This design comes from an exercise in tuning for small area on the open sky130 flow, not from production work.
RTL that was checked went through simulation tests only; none was proved equivalent to the original.
No activity file was given, so power comes from the tool's default toggle rates.

==> flow/design.v (excerpt) <==
module c2d_top (
  input  logic                       core_clk_i,
  input  logic                       rst_n_i,
  input  logic                       fv_i,
  input  logic                       lv_i,
  input  logic                       dvalid_i,
  input  logic [c2d_pkg::BYTE_W-1:0] pixdata_d1_i,
  input  logic [c2d_pkg::BYTE_W-1:0] pixdata_d0_i,
  output logic                       tinit_done_o,
  output logic                       lp_p_o,
  output logic                       lp_n_o,
  output logic                       hs_data_en_o,
  output logic [15:0]                hs_data_o,
  output logic                       d_hs_req_o,
  output logic                       d_hs_ack_o
);
For scale: roughly 730 cells after synthesis, about 340 flip-flops, about 43 I/O pins, roughly 12,000 um2 of cells after synthesis.
==> module c2d_top, before the edit <==
module c2d_top (
  input  logic                       core_clk_i,
  input  logic                       rst_n_i,
  input  logic                       fv_i,
  input  logic                       lv_i,
  input  logic                       dvalid_i,
  input  logic [c2d_pkg::BYTE_W-1:0] pixdata_d1_i,
  input  logic [c2d_pkg::BYTE_W-1:0] pixdata_d0_i,
  output logic                       tinit_done_o,
  output logic                       lp_p_o,
  output logic                       lp_n_o,
  output logic                       hs_data_en_o,
  output logic [15:0]                hs_data_o,
  output logic                       d_hs_req_o,
  output logic                       d_hs_ack_o
);
  localparam int N = c2d_pkg::LINE_WORDS;
  logic [1:0] sync_q;
  logic       rstn;
  always_ff @(posedge core_clk_i or negedge rst_n_i) begin
    if (!rst_n_i) sync_q <= '0;
    else          sync_q <= {sync_q[0], 1'b1};
  end
  assign rstn = sync_q[1];
  logic fv_q, lv_q, armed_q;
  logic fv_rise, fv_fall, lv_fall;
  logic ev_fs, ev_fe, ev_line;
  logic push;
  assign fv_rise = fv_i && !fv_q;
  assign fv_fall = !fv_i && fv_q;
  assign lv_fall = !lv_i && lv_q;
  assign ev_fs   = fv_rise && tinit_done_o;
  assign ev_fe   = armed_q && fv_fall;
  assign ev_line = armed_q && lv_fall;
  assign push    = armed_q && lv_i && dvalid_i;
  always_ff @(posedge core_clk_i) begin
    fv_q <= fv_i;
    lv_q <= lv_i;
  end
  always_ff @(posedge core_clk_i or negedge rstn) begin
    if (!rstn) begin
      armed_q <= 1'b0;
    end else begin
      if (ev_fs)        armed_q <= 1'b1;
      else if (fv_fall) armed_q <= 1'b0;
    end
  end
  localparam logic [5:0] Q_POP  = 6'd54;
  localparam logic [5:0] Q_IDLE = 6'd32;
  logic [5:0] q;
  logic [1:0] pend_q;   
  logic       long_q;
  logic       fe_q;
  logic       pop_evt;
  logic       pay;
  assign pop_evt = (q == Q_POP);
  assign pay     = (q >= 6'd9) && (q <= 6'd26);
  always_ff @(posedge core_clk_i or negedge rstn) begin
    if (!rstn) begin
      q      <= Q_IDLE;
      pend_q <= 2'd0;
    end else begin
      if (q == Q_IDLE) begin
        if (pend_q != 2'd0) q <= Q_POP;
      end else if (q == 6'd8 && !long_q) begin
        q <= 6'd28;
      end else begin
        q <= q + 1'b1;
      end
      if (ev_fs)        pend_q <= 2'd1;
      else if (ev_fe)   pend_q <= 2'd2;
      else if (ev_line) pend_q <= 2'd3;
      else if (pop_evt) pend_q <= 2'd0;
    end
  end
  always_ff @(posedge core_clk_i) begin
    if (pop_evt) begin
      long_q <= (pend_q == 2'd3);
      fe_q   <= (pend_q == 2'd2);
    end
  end
  logic [15:0] frame_q;
  logic        tdone_q;
  always_ff @(posedge core_clk_i or negedge rstn) begin
    if (!rstn) begin
      frame_q <= 16'hFF9C;
      tdone_q <= 1'b0;
    end else begin
      if (!tdone_q || (pop_evt && pend_q == 2'd1)) frame_q <= frame_q + 1'b1;
      if (&frame_q[6:0]) tdone_q <= 1'b1;   
    end
  end
  assign tinit_done_o = tdone_q;
  logic [15:0]  buf_q [N];
  logic [N-1:0] upper;   
  logic [N-1:0] sh;      
  logic [N-1:0] sh_n;
  logic [15:0]  head;
  assign head = buf_q[N-1];
  always_comb begin
    for (int i = 0; i < N; i++) begin
      upper[i] = (q >= 6'd9) && (q <= 6'(8 + i));
      sh[i]    = push || upper[i];
      sh_n[i]  = !sh[i];
    end
  end
  always_ff @(posedge core_clk_i) begin
    buf_q[0] <= ({16{sh_n[0]}} | {pixdata_d1_i, pixdata_d0_i}) & ({16{sh[0]}} | buf_q[0]);
    for (int i = 1; i < N; i++) begin
      buf_q[i] <= ({16{sh_n[i]}} | buf_q[i-1]) & ({16{sh[i]}} | buf_q[i]);
    end
  end
  function automatic logic [15:0] crc_byte(input logic [15:0] crc_in, input logic [7:0] data);
    logic [15:0] c;
    c = crc_in;
    for (int i = 0; i < 8; i++) begin
      if (c[0] ^ data[i]) c = (c >> 1) ^ 16'h8408;
      else                c = c >> 1;
    end
    crc_byte = c;
  endfunction
  function automatic logic [5:0] ecc6(input logic [23:0] d);
    logic [5:0] p;
    p[0] = ^(d & 24'hF12CB7);
    p[1] = ^(d & 24'hF2555B);
    p[2] = ^(d & 24'h749A6D);
    p[3] = ^(d & 24'hB8E38E);
    p[4] = ^(d & 24'hDF03F0);
    p[5] = ^(d & 24'hEFFC00);
    ecc6 = p;
  endfunction
  logic [15:0] crc_q;
  logic [15:0] crc_next;
  logic        trail;
  assign crc_next = crc_byte(crc_byte(crc_q, head[7:0]), head[15:8]);
  assign trail    = (q >= 6'd27) && (q <= 6'd31);
  always_ff @(posedge core_clk_i) begin
    for (int i = 0; i < 16; i++) begin
      if (pay)                             crc_q[i] <= crc_next[i];
      else if (!(trail && (i % 8 == 7)))   crc_q[i] <= 1'b1;
    end
  end
  localparam logic [5:0] ECC_LONG = ecc6({8'd0, c2d_pkg::WC_LO, c2d_pkg::DI_RAW8});
  logic [15:0] hdr0, hdr1;
  assign hdr0 = long_q ? {c2d_pkg::WC_LO, c2d_pkg::DI_RAW8} : {frame_q[7:0], 7'd0, fe_q};
  assign hdr1 = long_q ? {2'b00, ECC_LONG, 8'd0}
                       : {2'b00, ecc6({frame_q, 7'd0, fe_q}), frame_q[15:8]};
  logic tr0, tr1;
  assign tr0 = long_q ? ~crc_q[7]  : ~frame_q[15];
  assign tr1 = long_q ? ~crc_q[15] : 1'b1;
  assign hs_data_en_o = !q[5];
  assign d_hs_ack_o   = (q >= 6'd6) && (q <= 6'd31);
  assign d_hs_req_o   = (q >= 6'd55) || (q <= 6'd27);
  assign lp_p_o       = (q >= 6'd32) && (q <= 6'd56);
  assign lp_n_o       = (q >= 6'd32) && (q <= 6'd60);
  always_comb begin
    if (q <= 6'd5)       hs_data_o = 16'h0000;
    else if (q == 6'd6)  hs_data_o = 16'hB8B8;
    else if (q == 6'd7)  hs_data_o = hdr0;
    else if (q == 6'd8)  hs_data_o = hdr1;
    else if (q <= 6'd26) hs_data_o = head;
    else if (q == 6'd27) hs_data_o = crc_q;
    else                 hs_data_o = {{8{tr1}}, {8{tr0}}};
  end
endmodule
clock: 6.0 ns
lec_check: 0
cap_margin: 20
core_margin: 2
core_utilization: 65
place_density: 0.75
slew_margin: 20
standard.sh (not shown) runs the stock make flow with config.mk's settings and CLKGATE_MAP_FILE= SYNTH_SCRIPT=/design/flow/synth_recipe.tcl, a recipe that flattens the netlist after the stock synthesis.
==> flow/flow/run.sh <==
#!/bin/bash
# Standard synthesis and layout, with small port buffers and a clock tree
# built without dummy loads. Each tool's output goes to a log file here.
set -euo pipefail
export BUFFER_PORTS_ARGS="-buffer_cell sky130_fd_sc_hd__buf_1"
export CTS_ARGS="-sink_clustering_enable -repair_clock_nets -dont_use_dummy_load -sink_clustering_size 20 -sink_clustering_max_diameter 60 -buf_list sky130_fd_sc_hd__clkbuf_8"
bash standard.sh synth > synth.log 2>&1
bash standard.sh finish > layout.log 2>&1
Rerun with:
--- a/flow/design.v
+++ b/flow/design.v
@@ -54,8 +54,8 @@
       else if (fv_fall) armed_q <= 1'b0;
     end
   end
-  localparam logic [5:0] Q_POP  = 6'd54;
-  localparam logic [5:0] Q_IDLE = 6'd32;
+  localparam logic [5:0] Q_POP  = 6'd40;
+  localparam logic [5:0] Q_IDLE = 6'd18;
   logic [5:0] q;
   logic [1:0] pend_q;   
   logic       long_q;
@@ -63,7 +63,7 @@
   logic       pop_evt;
   logic       pay;
   assign pop_evt = (q == Q_POP);
-  assign pay     = (q >= 6'd9) && (q <= 6'd26);
+  assign pay     = ((q >= 6'd59) || (q <= 6'd12));
   always_ff @(posedge core_clk_i or negedge rstn) begin
     if (!rstn) begin
       q      <= Q_IDLE;
@@ -71,8 +71,8 @@
     end else begin
       if (q == Q_IDLE) begin
         if (pend_q != 2'd0) q <= Q_POP;
-      end else if (q == 6'd8 && !long_q) begin
-        q <= 6'd28;
+      end else if (q == 6'd58 && !long_q) begin
+        q <= 6'd14;
       end else begin
         q <= q + 1'b1;
       end
@@ -108,7 +108,25 @@
   assign head = buf_q[N-1];
   always_comb begin
     for (int i = 0; i < N; i++) begin
-      upper[i] = (q >= 6'd9) && (q <= 6'(8 + i));
+      upper[i] = 1'b0;
+      if (i == 0) upper[i] = 1'b0;
+      if (i == 1) upper[i] = (q == 6'd59);
+      if (i == 2) upper[i] = ((q >= 6'd59) && (q <= 6'd60));
+      if (i == 3) upper[i] = ((q >= 6'd59) && (q <= 6'd61));
+      if (i == 4) upper[i] = ((q >= 6'd59) && (q <= 6'd62));
+      if (i == 5) upper[i] = (q >= 6'd59);
+      if (i == 6) upper[i] = ((q >= 6'd59) || (q <= 6'd0));
+      if (i == 7) upper[i] = ((q >= 6'd59) || (q <= 6'd1));
+      if (i == 8) upper[i] = ((q >= 6'd59) || (q <= 6'd2));
+      if (i == 9) upper[i] = ((q >= 6'd59) || (q <= 6'd3));
+      if (i == 10) upper[i] = ((q >= 6'd59) || (q <= 6'd4));
+      if (i == 11) upper[i] = ((q >= 6'd59) || (q <= 6'd5));
+      if (i == 12) upper[i] = ((q >= 6'd59) || (q <= 6'd6));
+      if (i == 13) upper[i] = ((q >= 6'd59) || (q <= 6'd7));
+      if (i == 14) upper[i] = ((q >= 6'd59) || (q <= 6'd8));
+      if (i == 15) upper[i] = ((q >= 6'd59) || (q <= 6'd9));
+      if (i == 16) upper[i] = ((q >= 6'd59) || (q <= 6'd10));
+      if (i == 17) upper[i] = ((q >= 6'd59) || (q <= 6'd11));
       sh[i]    = push || upper[i];
       sh_n[i]  = !sh[i];
     end
@@ -142,7 +160,7 @@
   logic [15:0] crc_next;
   logic        trail;
   assign crc_next = crc_byte(crc_byte(crc_q, head[7:0]), head[15:8]);
-  assign trail    = (q >= 6'd27) && (q <= 6'd31);
+  assign trail    = ((q >= 6'd13) && (q <= 6'd17));
   always_ff @(posedge core_clk_i) begin
     for (int i = 0; i < 16; i++) begin
       if (pay)                             crc_q[i] <= crc_next[i];
@@ -157,18 +175,18 @@
   logic tr0, tr1;
   assign tr0 = long_q ? ~crc_q[7]  : ~frame_q[15];
   assign tr1 = long_q ? ~crc_q[15] : 1'b1;
-  assign hs_data_en_o = !q[5];
-  assign d_hs_ack_o   = (q >= 6'd6) && (q <= 6'd31);
-  assign d_hs_req_o   = (q >= 6'd55) || (q <= 6'd27);
-  assign lp_p_o       = (q >= 6'd32) && (q <= 6'd56);
-  assign lp_n_o       = (q >= 6'd32) && (q <= 6'd60);
+  assign hs_data_en_o = ((q >= 6'd50) || (q <= 6'd17));
+  assign d_hs_ack_o   = ((q >= 6'd56) || (q <= 6'd17));
+  assign d_hs_req_o   = ((q >= 6'd41) || (q <= 6'd13));
+  assign lp_p_o       = ((q >= 6'd18) && (q <= 6'd42));
+  assign lp_n_o       = ((q >= 6'd18) && (q <= 6'd46));
   always_comb begin
-    if (q <= 6'd5)       hs_data_o = 16'h0000;
-    else if (q == 6'd6)  hs_data_o = 16'hB8B8;
-    else if (q == 6'd7)  hs_data_o = hdr0;
-    else if (q == 6'd8)  hs_data_o = hdr1;
-    else if (q <= 6'd26) hs_data_o = head;
-    else if (q == 6'd27) hs_data_o = crc_q;
-    else                 hs_data_o = {{8{tr1}}, {8{tr0}}};
+    if (pay)                  hs_data_o = head;
+    else if (q == 6'd13)    hs_data_o = crc_q;
+    else if (q == 6'd57)    hs_data_o = hdr0;
+    else if (q == 6'd58)    hs_data_o = hdr1;
+    else if (q == 6'd56)    hs_data_o = 16'hB8B8;
+    else if (((q >= 6'd14) && (q <= 6'd17))) hs_data_o = {{8{tr1}}, {8{tr0}}};
+    else                      hs_data_o = 16'h0000;
   end
 endmodule
Core utilization falls by 0.63 points.
First-iteration DRC count is higher by about a fifth.
Via count went down by a few percent.
Routed wire length went down by a few percent.
Sequential share of layout area increases by 1.2 points.
Final cell count came out lower slightly.
Only the layout flow was run in the first run of this note; the RTL was not checked for function there.


== job 103 ==
Another version of the RTL of c2d_top (not shown whole).
Size: roughly 1100 cells after synthesis, ~340 flip-flops, roughly 43 I/O pins, roughly 12000 sq um of cells after synthesis.
Settings: LEC_CHECK=0, CAP_MARGIN=20, CORE_MARGIN=2, CORE_UTILIZATION=65, PLACE_DENSITY=0.75, SLEW_MARGIN=20; clock period 6.0 ns.
Scripts as last shown in full above: flow/flow/run.sh
### job 103 -> job 105
-- flow/design.v --
<<< job 103, line 129
      if (i == 17) upper[i] = ((q >= 6'd18) && (q <= 6'd34));
      sh[i]    = push || upper[i];
      sh_n[i] = 1'b0;
      if (i == 0) sh_n[i] = !push && 1'b1;
      if (i == 1) sh_n[i] = !push && ((q >= 6'd19) || (q <= 6'd17));
      if (i == 2) sh_n[i] = !push && ((q >= 6'd20) || (q <= 6'd17));
      if (i == 3) sh_n[i] = !push && ((q >= 6'd21) || (q <= 6'd17));
      if (i == 4) sh_n[i] = !push && ((q >= 6'd22) || (q <= 6'd17));
      if (i == 5) sh_n[i] = !push && ((q >= 6'd23) || (q <= 6'd17));
      if (i == 6) sh_n[i] = !push && ((q >= 6'd24) || (q <= 6'd17));
      if (i == 7) sh_n[i] = !push && ((q >= 6'd25) || (q <= 6'd17));
      if (i == 8) sh_n[i] = !push && ((q >= 6'd26) || (q <= 6'd17));
      if (i == 9) sh_n[i] = !push && ((q >= 6'd27) || (q <= 6'd17));
      if (i == 10) sh_n[i] = !push && ((q >= 6'd28) || (q <= 6'd17));
      if (i == 11) sh_n[i] = !push && ((q >= 6'd29) || (q <= 6'd17));
      if (i == 12) sh_n[i] = !push && ((q >= 6'd30) || (q <= 6'd17));
      if (i == 13) sh_n[i] = !push && ((q >= 6'd31) || (q <= 6'd17));
      if (i == 14) sh_n[i] = !push && ((q >= 6'd32) || (q <= 6'd17));
      if (i == 15) sh_n[i] = !push && ((q >= 6'd33) || (q <= 6'd17));
      if (i == 16) sh_n[i] = !push && ((q >= 6'd34) || (q <= 6'd17));
      if (i == 17) sh_n[i] = !push && ((q >= 6'd35) || (q <= 6'd17));
    end
  end
>>> job 105, line 129
      if (i == 17) upper[i] = ((q >= 6'd18) && (q <= 6'd34));
      sh[i]    = push || upper[i];
      sh_n[i]  = !sh[i];
    end
  end
## What came out
Max average vias per placed instance across job 103 and job 105: job 103. There was hardly any difference in logic gate share of total power between job 105 and job 103. Going from job 103 to job 105, met1 wire length shows a reduction of 33%; utilization shows an increase of 0.19 points; die outline height shows no meaningful change. Re final critical-path setup slack: job 105 is 22 ps down on job 103. The higher number of enable-type register cells in the synthesized netlist of job 103 and job 105 is in job 105. Comparing job 103 and job 105, critical path depth is lower on job 105. Looking at destination of the critical timing path, the hs_data_o[8] result is from job 105; the hs_data_o[14] one comes from job 103. Higher instance count of the mapped netlist goes to job 103 over job 105. Job 103 → job 105: routed wire length on met3 down 1.8%, global-route usage down 5.6 points. There was hardly any difference in fraction of the mapped netlist area in adder cells between job 105 and job 103. Startpoint of the most critical setup path: q[2] -> job 105, q[1] -> job 103. Note that the internal power consumption recorded for job 103 amounts to 0.913 times the value seen in job 105. Job 105: die footprint 110 sq um below job 103.
The RTL of job 103 was laid out without a check of its function.


The RTL this note starts from:
==> flow/design.v <==
package c2d_pkg;
  localparam int BYTE_W     = 8;
  localparam int WORD_W     = 16;
  localparam int LINE_WORDS = 18;   
  localparam logic [6:0] TINIT_END = 7'd100;
  localparam logic [7:0] DI_RAW8 = 8'h2A;
  localparam logic [7:0] WC_LO   = 8'd36;
endpackage
`timescale 1ns/1ps
module c2d_top (
  input  logic                       core_clk_i,
  input  logic                       rst_n_i,
  input  logic                       fv_i,
  input  logic                       lv_i,
  input  logic                       dvalid_i,
  input  logic [c2d_pkg::BYTE_W-1:0] pixdata_d1_i,
  input  logic [c2d_pkg::BYTE_W-1:0] pixdata_d0_i,
  output logic                       tinit_done_o,
  output logic                       lp_p_o,
  output logic                       lp_n_o,
  output logic                       hs_data_en_o,
  output logic [15:0]                hs_data_o,
  output logic                       d_hs_req_o,
  output logic                       d_hs_ack_o
);
  localparam int N = c2d_pkg::LINE_WORDS;
  logic [1:0] sync_q;
  logic       rstn;
  logic [6:0] tinit_q;
  always_ff @(posedge core_clk_i or negedge rst_n_i) begin
    if (!rst_n_i) sync_q <= '0;
    else          sync_q <= {sync_q[0], 1'b1};
  end
  assign rstn = sync_q[1];
  always_ff @(posedge core_clk_i or negedge rstn) begin
    if (!rstn)              tinit_q <= '0;
    else if (!tinit_done_o) tinit_q <= tinit_q + 1'b1;
  end
  assign tinit_done_o = (tinit_q == c2d_pkg::TINIT_END);
  logic fv_q, lv_q, armed_q;
  logic fv_rise, fv_fall, lv_fall;
  logic ev_fs, ev_fe, ev_line;
  logic push;
  assign fv_rise = fv_i && !fv_q;
  assign fv_fall = !fv_i && fv_q;
  assign lv_fall = !lv_i && lv_q;
  assign ev_fs   = fv_rise && tinit_done_o;
  assign ev_fe   = armed_q && fv_fall;
  assign ev_line = armed_q && lv_fall;
  assign push    = armed_q && lv_i && dvalid_i;
  always_ff @(posedge core_clk_i or negedge rstn) begin
    if (!rstn) begin
      fv_q    <= 1'b0;
      lv_q    <= 1'b0;
      armed_q <= 1'b0;
    end else begin
      fv_q <= fv_i;
      lv_q <= lv_i;
      if (ev_fs)        armed_q <= 1'b1;
      else if (fv_fall) armed_q <= 1'b0;
    end
  end
  localparam logic [5:0] Q_POP  = 6'd54;
  localparam logic [5:0] Q_IDLE = 6'd32;
  logic [5:0] q;
  logic [1:0] pend_q;   
  logic       long_q;
  logic       fe_q;
  logic       pop_evt;
  logic       pay;
  assign pop_evt = (q == Q_POP);
  assign pay     = (q >= 6'd9) && (q <= 6'd26);
  always_ff @(posedge core_clk_i or negedge rstn) begin
    if (!rstn) begin
      q      <= Q_IDLE;
      pend_q <= 2'd0;
    end else begin
      if (q == Q_IDLE) begin
        if (pend_q != 2'd0) q <= Q_POP;
      end else if (q == 6'd8 && !long_q) begin
        q <= 6'd28;
      end else begin
        q <= q + 1'b1;
      end
      if (ev_fs)        pend_q <= 2'd1;
      else if (ev_fe)   pend_q <= 2'd2;
      else if (ev_line) pend_q <= 2'd3;
      else if (pop_evt) pend_q <= 2'd0;
    end
  end
  always_ff @(posedge core_clk_i) begin
    if (pop_evt) begin
      long_q <= (pend_q == 2'd3);
      fe_q   <= (pend_q == 2'd2);
    end
  end
  logic [15:0] frame_q;
  always_ff @(posedge core_clk_i or negedge rstn) begin
    if (!rstn)                         frame_q <= '0;
    else if (pop_evt && pend_q == 2'd1) frame_q <= frame_q + 1'b1;
  end
  logic [15:0] buf_q [N];
  logic [N-1:0] v_q;
  logic [N-1:0] ld;
  logic [N-1:0] go;
  logic [15:0]  head;
  assign head = buf_q[N-1];
  always_comb begin
    go[N-1] = pay;
    for (int i = N-1; i >= 1; i--) begin
      ld[i]   = v_q[i-1] && (!v_q[i] || go[i]);
      go[i-1] = ld[i];
    end
    ld[0] = push;
  end
  always_ff @(posedge core_clk_i or negedge rstn) begin
    if (!rstn) begin
      v_q <= '0;
    end else begin
      for (int i = 0; i < N; i++) begin
        v_q[i] <= ld[i] || (v_q[i] && !go[i]);
      end
    end
  end
  always_ff @(posedge core_clk_i) begin
    if (ld[0]) buf_q[0] <= {pixdata_d1_i, pixdata_d0_i};
    for (int i = 1; i < N; i++) begin
      if (ld[i]) buf_q[i] <= buf_q[i-1];
    end
  end
  function automatic logic [15:0] crc_byte(input logic [15:0] crc_in, input logic [7:0] data);
    logic [15:0] c;
    c = crc_in;
    for (int i = 0; i < 8; i++) begin
      if (c[0] ^ data[i]) c = (c >> 1) ^ 16'h8408;
      else                c = c >> 1;
    end
    crc_byte = c;
  endfunction
  function automatic logic [5:0] ecc6(input logic [23:0] d);
    logic [5:0] p;
    p[0] = ^(d & 24'hF12CB7);
    p[1] = ^(d & 24'hF2555B);
    p[2] = ^(d & 24'h749A6D);
    p[3] = ^(d & 24'hB8E38E);
    p[4] = ^(d & 24'hDF03F0);
    p[5] = ^(d & 24'hEFFC00);
    ecc6 = p;
  endfunction
  logic [15:0] crc_q;
  always_ff @(posedge core_clk_i) begin
    if (pop_evt)  crc_q <= 16'hFFFF;
    else if (pay) crc_q <= crc_byte(crc_byte(crc_q, head[7:0]), head[15:8]);
  end
  logic [7:0] di;
  logic [15:0] field;
  logic [7:0] ecc;
  assign di    = long_q ? c2d_pkg::DI_RAW8 : {7'd0, fe_q};
  assign field = long_q ? {8'd0, c2d_pkg::WC_LO} : frame_q;
  assign ecc   = {2'b00, ecc6({field, di})};
  logic tr0, tr1;
  assign tr0 = long_q ? ~crc_q[7]  : ~frame_q[15];
  assign tr1 = long_q ? ~crc_q[15] : 1'b1;
  assign hs_data_en_o = !q[5];
  assign d_hs_ack_o   = (q >= 6'd6) && (q <= 6'd31);
  assign d_hs_req_o   = (q >= 6'd55) || (q <= 6'd27);
  assign lp_p_o       = (q >= 6'd32) && (q <= 6'd56);
  assign lp_n_o       = (q >= 6'd32) && (q <= 6'd60);
  always_comb begin
    if (q <= 6'd5)       hs_data_o = 16'h0000;
    else if (q == 6'd6)  hs_data_o = 16'hB8B8;
    else if (q == 6'd7)  hs_data_o = {field[7:0], di};
    else if (q == 6'd8)  hs_data_o = {ecc, field[15:8]};
    else if (q <= 6'd26) hs_data_o = head;
    else if (q == 6'd27) hs_data_o = crc_q;
    else                 hs_data_o = {{8{tr1}}, {8{tr0}}};
  end
endmodule
clock: 6.0 ns
lec_check: 0
cap_margin: 20
core_margin: 2
core_utilization: 40
slew_margin: 20
run.sh (not shown) runs the stock make flow with config.mk's settings and CLKGATE_MAP_FILE= SYNTH_SCRIPT=/design/flow/synth_recipe.tcl, a recipe that flattens the netlist after the stock synthesis.
Stock flow here: none of the scripts above is used.
The baseline completed with no timing, DRC or antenna violations.
Rerun with:
--- a/flow/design.v
+++ b/flow/design.v
@@ -24,21 +24,15 @@
   output logic                       d_hs_ack_o
 );
   localparam int N = c2d_pkg::LINE_WORDS;
   logic [1:0] sync_q;
   logic       rstn;
-  logic [6:0] tinit_q;
   always_ff @(posedge core_clk_i or negedge rst_n_i) begin
     if (!rst_n_i) sync_q <= '0;
     else          sync_q <= {sync_q[0], 1'b1};
   end
   assign rstn = sync_q[1];
-  always_ff @(posedge core_clk_i or negedge rstn) begin
-    if (!rstn)              tinit_q <= '0;
-    else if (!tinit_done_o) tinit_q <= tinit_q + 1'b1;
-  end
-  assign tinit_done_o = (tinit_q == c2d_pkg::TINIT_END);
   logic fv_q, lv_q, armed_q;
   logic fv_rise, fv_fall, lv_fall;
   logic ev_fs, ev_fe, ev_line;
   logic push;
   assign fv_rise = fv_i && !fv_q;
@@ -93,41 +87,50 @@
       long_q <= (pend_q == 2'd3);
       fe_q   <= (pend_q == 2'd2);
     end
   end
   logic [15:0] frame_q;
+  logic        tdone_q;
   always_ff @(posedge core_clk_i or negedge rstn) begin
-    if (!rstn)                         frame_q <= '0;
-    else if (pop_evt && pend_q == 2'd1) frame_q <= frame_q + 1'b1;
+    if (!rstn) begin
+      frame_q <= 16'hFF9C;
+      tdone_q <= 1'b0;
+    end else begin
+      if (!tdone_q || (pop_evt && pend_q == 2'd1)) frame_q <= frame_q + 1'b1;
+      if (&frame_q[6:0]) tdone_q <= 1'b1;   
+    end
   end
+  assign tinit_done_o = tdone_q;
   logic [15:0] buf_q [N];
   logic [N-1:0] v_q;
   logic [N-1:0] ld;
   logic [N-1:0] go;
+  logic [N-1:0] hold;
   logic [15:0]  head;
   assign head = buf_q[N-1];
   always_comb begin
     go[N-1] = pay;
     for (int i = N-1; i >= 1; i--) begin
       ld[i]   = v_q[i-1] && (!v_q[i] || go[i]);
       go[i-1] = ld[i];
     end
     ld[0] = push;
+    for (int i = 0; i < N; i++) hold[i] = v_q[i] && !go[i];
   end
   always_ff @(posedge core_clk_i or negedge rstn) begin
     if (!rstn) begin
       v_q <= '0;
     end else begin
       for (int i = 0; i < N; i++) begin
-        v_q[i] <= ld[i] || (v_q[i] && !go[i]);
+        v_q[i] <= ld[i] || hold[i];
       end
     end
   end
   always_ff @(posedge core_clk_i) begin
-    if (ld[0]) buf_q[0] <= {pixdata_d1_i, pixdata_d0_i};
+    buf_q[0] <= ({16{hold[0]}} | {pixdata_d1_i, pixdata_d0_i}) & ({16{ld[0]}} | buf_q[0]);
     for (int i = 1; i < N; i++) begin
-      if (ld[i]) buf_q[i] <= buf_q[i-1];
+      buf_q[i] <= ({16{hold[i]}} | buf_q[i-1]) & ({16{ld[i]}} | buf_q[i]);
     end
   end
   function automatic logic [15:0] crc_byte(input logic [15:0] crc_in, input logic [7:0] data);
     logic [15:0] c;
     c = crc_in;
@@ -147,22 +150,28 @@
     p[5] = ^(d & 24'hEFFC00);
     ecc6 = p;
   endfunction
   logic [15:0] crc_q;
   always_ff @(posedge core_clk_i) begin
-    if (pop_evt)  crc_q <= 16'hFFFF;
-    else if (pay) crc_q <= crc_byte(crc_byte(crc_q, head[7:0]), head[15:8]);
+    crc_q <= pay ? crc_byte(crc_byte(crc_q, head[7:0]), head[15:8]) : 16'hFFFF;
   end
   logic [7:0] di;
   logic [15:0] field;
   logic [7:0] ecc;
   assign di    = long_q ? c2d_pkg::DI_RAW8 : {7'd0, fe_q};
   assign field = long_q ? {8'd0, c2d_pkg::WC_LO} : frame_q;
   assign ecc   = {2'b00, ecc6({field, di})};
   logic tr0, tr1;
-  assign tr0 = long_q ? ~crc_q[7]  : ~frame_q[15];
-  assign tr1 = long_q ? ~crc_q[15] : 1'b1;
+  always_ff @(posedge core_clk_i) begin
+    if (q == 6'd27) begin
+      tr0 <= ~crc_q[7];
+      tr1 <= ~crc_q[15];
+    end else if (q == 6'd8) begin
+      tr0 <= ~frame_q[15];
+      tr1 <= 1'b1;
+    end
+  end
   assign hs_data_en_o = !q[5];
   assign d_hs_ack_o   = (q >= 6'd6) && (q <= 6'd31);
   assign d_hs_req_o   = (q >= 6'd55) || (q <= 6'd27);
   assign lp_p_o       = (q >= 6'd32) && (q <= 6'd56);
   assign lp_n_o       = (q >= 6'd32) && (q <= 6'd60);
The changed run ran to the end with no violations.
Core utilization goes down by 0.22 points.
Power shrinks by 5.8%.
Hold slack degrades by 0.0066 ns.
Routed wire length is higher by about 34%.
Synthesized cell count climbs by about 40%.
Maximum frequency goes up by 3.0%.
Global-route usage is higher by 4.1 points.
Setup slack gains 0.14 ns.
Sequential cell count falls by 4.
Final area went down by 2.7%.
Via count rose by 33%.
The RTL of the second run of this note was laid out without a check of its function.

[afterwards: timing with drivers on the ports]
The flow's constraints put no driver on any port. The routed layouts listed below were extracted and timed again, unchanged, in two steps.
Step 1, drivers: a clkbuf_16 drives core_clk_i and a buf_2 each remaining input, both assumed.
Step 2 adds t to the input delays and takes it off the output delays; t is the mean of the earliest and latest rising clock arrival at the registers after step 1. Input paths then give back, and output paths get back, about the clock's delay inside the block.
a / b / c = no drivers / after step 1 / after step 2; a / b = the first two.
run	t, ns	setup WS [ns]	latest minus earliest clock arrival (ns)	slew at the worst register clock pin (ns)
the first run of note 1	0.549	1.320 / 1.276 / 1.825	0.085 / 0.086	0.11 / 0.11
the second run of note 1	0.561	1.557 / 1.516 / 2.077	0.088 / 0.088	0.12 / 0.12
job 103	0.572	1.203 / 1.161 / 1.733	0.097 / 0.097	0.12 / 0.12
job 105	0.554	1.181 / 1.141 / 1.696	0.082 / 0.081	0.12 / 0.12
the first run of note 3	0.565	1.106 / 1.057 / 1.622	0.015 / 0.016	0.06 / 0.06
the second run of note 3	0.566	1.251 / 1.206 / 1.771	0.018 / 0.019	0.06 / 0.06
After both steps setup and hold are still met in every run listed.
